Background: an optimization exercise with open tools, aiming at small area, a short achievable clock period and few clock cycles per item. Do not read the settings as production practice. In this exercise RTL edits were held to simulation tests only and were not proved equivalent to the original. Power is estimated from default activity; no workload was simulated.

Setup of v23:
Design set_assoc_cache_lru_tags, start of the top module:
module set_assoc_cache_lru_tags #(
  parameter int SETS         = 64,
  parameter int WAYS         = 4,
  parameter int OFFSET_BITS  = 4,
  parameter int ADDRESS_BITS = 24
) (
  input  logic      clk,
  input  logic      rst,
  input  logic      in_valid,
  output logic      in_ready,
  input  sacl_pkg::sacl_in_t  in_data,
  output logic      out_valid,
  input  logic      out_ready,
  output sacl_pkg::sacl_out_t out_data
);
  sacl_datapath u_datapath (
    .clk       (clk),
    .rst       (rst),
    .in_valid  (in_valid),
    .in_ready  (in_ready),
    .in_data   (in_data),
    .out_valid (out_valid),
    .out_ready (out_ready),
    .out_data  (out_data)
  );
endmodule
For scale: about 9400 cells after synthesis, ~4600 flip-flops, ~160 I/O pins, ~0.17 sq mm of cells after synthesis.
==> flow/config.mk <==
export PLATFORM = sky130hd
export DESIGN_NAME = set_assoc_cache_lru_tags
export DESIGN_NICKNAME = set_assoc_cache_lru_tags
export VERILOG_FILES = /design/flow/design.v
export SDC_FILE = /design/flow/constraint.sdc
export NUM_CORES = 4
export LEC_CHECK = 0
export CAP_MARGIN = 40
export CORE_MARGIN = 2
export CORE_UTILIZATION = 45
export CTS_CLUSTER_DIAMETER = 100
export CTS_CLUSTER_SIZE = 20
export SETUP_SLACK_MARGIN = 2.9
export SLEW_MARGIN = 60
export TNS_END_PERCENT = 5
==> flow/constraint.sdc <==
create_clock -name core_clock -period 6.0 [get_ports {clk}]
set_input_delay 1.2000 -clock core_clock [delete_from_list [all_inputs] [get_ports {clk}]]
set_output_delay 1.2000 -clock core_clock [all_outputs]
set_load 0.01 [all_outputs]
run.sh (not shown) runs the stock make flow with config.mk's settings and CLKGATE_MAP_FILE= SYNTH_SCRIPT=/design/flow/synth_recipe.tcl, a recipe that flattens the netlist after the stock synthesis.
v23 has completed all stages; timing, DRC and antenna checks passed.
Testbench counts of v23, summed over its fixed seeds: cycles 12,024, items 12,000.
What v33 does differently from v23 at the input level:
- TNS_END_PERCENT changed from 5 to 0
- GPL_ROUTABILITY_DRIVEN newly set to 0
## What came out
- v33 finished every stage and its layout cleared the timing, DRC and antenna checks.
- Side by side, count of clock-buffer cells in the layout turned out higher in v33 than in v23.
- Changes observed in v33 relative to v23: sequential share of layout area moved up, overall fraction of global-route tracks in use neither gained nor lost much, layout cell share with drive strength beyond 1 moved down, number of cells traversed by the worst register-to-register path decreased 4.
- Between v23 and v33, the fraction of power consumed by combinational cells figures differ only marginally.
- v33 ends up with higher met3 global-route usage than v23 does.
- Post-route cell area of v23 is on par with v33.
Input changes introduced in v1 (baseline for comparison: v33):
- TNS_END_PERCENT changed from 0 to 5
- GPL_ROUTABILITY_DRIVEN removed (was 0)
- CORE_UTILIZATION changed from 45 to 40
--- outcome ---
Die boundary height, v1 and v33: smaller value in v33
Area added between synthesis and finish was lower in v33 than in v1.
v1 ends up with a final cycle utilization of the critical path that is 1.2 points higher than in v33.
v1 vs v33 on net switching power of the design: v1 is the higher one.
Comparing v33 against v1, there is no change at all in count of mapped cells out of synthesis.
v1 — via count 491 higher, v33 as reference
## Diff of input files: v47 against v1
- CORE_UTILIZATION changed from 40 to 45
- TNS_END_PERCENT changed from 5 to 0
==> comparison <==
Of the two values seen for last element of the critical path, u_datapath.u_ram.tag_q[2404] was produced by v1 and u_datapath.s2_mis[18] by v47. v1 → v47: fraction of the cycle the final worst path needs decreased 0.63 points; leakage power of the design decreased 1.0%; clock network fraction of total power essentially unchanged.

== blue ==
Starting RTL as in the previous note.
Settings: LEC_CHECK=0, CAP_MARGIN=40, CORE_MARGIN=2, CORE_UTILIZATION=45, CTS_CLUSTER_DIAMETER=100, CTS_CLUSTER_SIZE=20, SETUP_SLACK_MARGIN=2.9, SLEW_MARGIN=60, TNS_END_PERCENT=20; clock period 6.0 ns.
Testbench counts of blue, summed over its fixed seeds: cycles 12,024, items 12,000.
[inputs] green vs blue
- changing CTS_CLUSTER_SIZE from 20 to 24
- changing TNS_END_PERCENT from 20 to 5
Notes after the runs:
- The end of the critical path comes out u_datapath.u_ram.tag_q[1543] in one run and u_datapath.s2_dirty[3] in the other, namely in blue and green respectively.
- Between green and blue, the clock slew seen by the registers of the worst setup and hold paths does not differ in any meaningful way.
- Half-perimeter wire length after detailed placement: green > blue
- In the reports for green and blue, the smaller highest clock frequency the design can meet belongs to blue.
- Summary — sequential share of layout area, green relative to blue: higher, by 0.66 points.
- green vs. blue: final cycle utilization of the critical path went down by 1.7 points, growth of design area from synthesis to finish went down by 1.1 points.
- green vs blue — wire length after detailed routing dropped 0.77%.
- First-iteration DRC count of green exceeds that of blue slightly.
- [green vs blue] routed wire length on met3: lower in green

-- static timing again, ports no longer ideal --
No port has a modelled driver above. Below, the same layouts with a new extraction and two added sets of constraints.
Step 1 assumes that a clkbuf_16 drives the clock port and a buf_2 every other input.
Step 2 times the ports against the registers' clock, not the clock port: input delays grow and output delays shrink by t, the midpoint of the rising clock arrivals with the driver on.
Three values: ideal, step 1, step 2; two values: the first two.
run	t (ns)	slack for setup (ns)	hold WS [ns]	worst setup path at the end	latest minus earliest clock arrival (ns)
v23	1.067	2.702 / 2.632 / 2.049	0.428 / 0.428 / 0.428	input to register	0.070 / 0.070
v33	1.095	2.617 / 2.605 / 2.121	0.442 / 0.442 / 0.442	input to register	0.042 / 0.042
v1	1.093	2.544 / 2.544 / 2.073	0.481 / 0.481 / 0.481	input to register	0.053 / 0.053
v47	1.076	2.581 / 2.581 / 2.120	0.464 / 0.464 / 0.464	input to register	0.059 / 0.058
blue	1.082	2.507 / 2.507 / 2.137	0.435 / 0.435 / 0.435	input to register	0.062 / 0.062
green	1.094	2.610 / 2.610 / 1.950	0.436 / 0.436 / 0.436	input to register	0.082 / 0.082
After both steps every run listed still meets setup and hold. For green, which loses most, drivers alone change the setup slack by 0.000 ns; drivers and shift together by -0.660 ns.
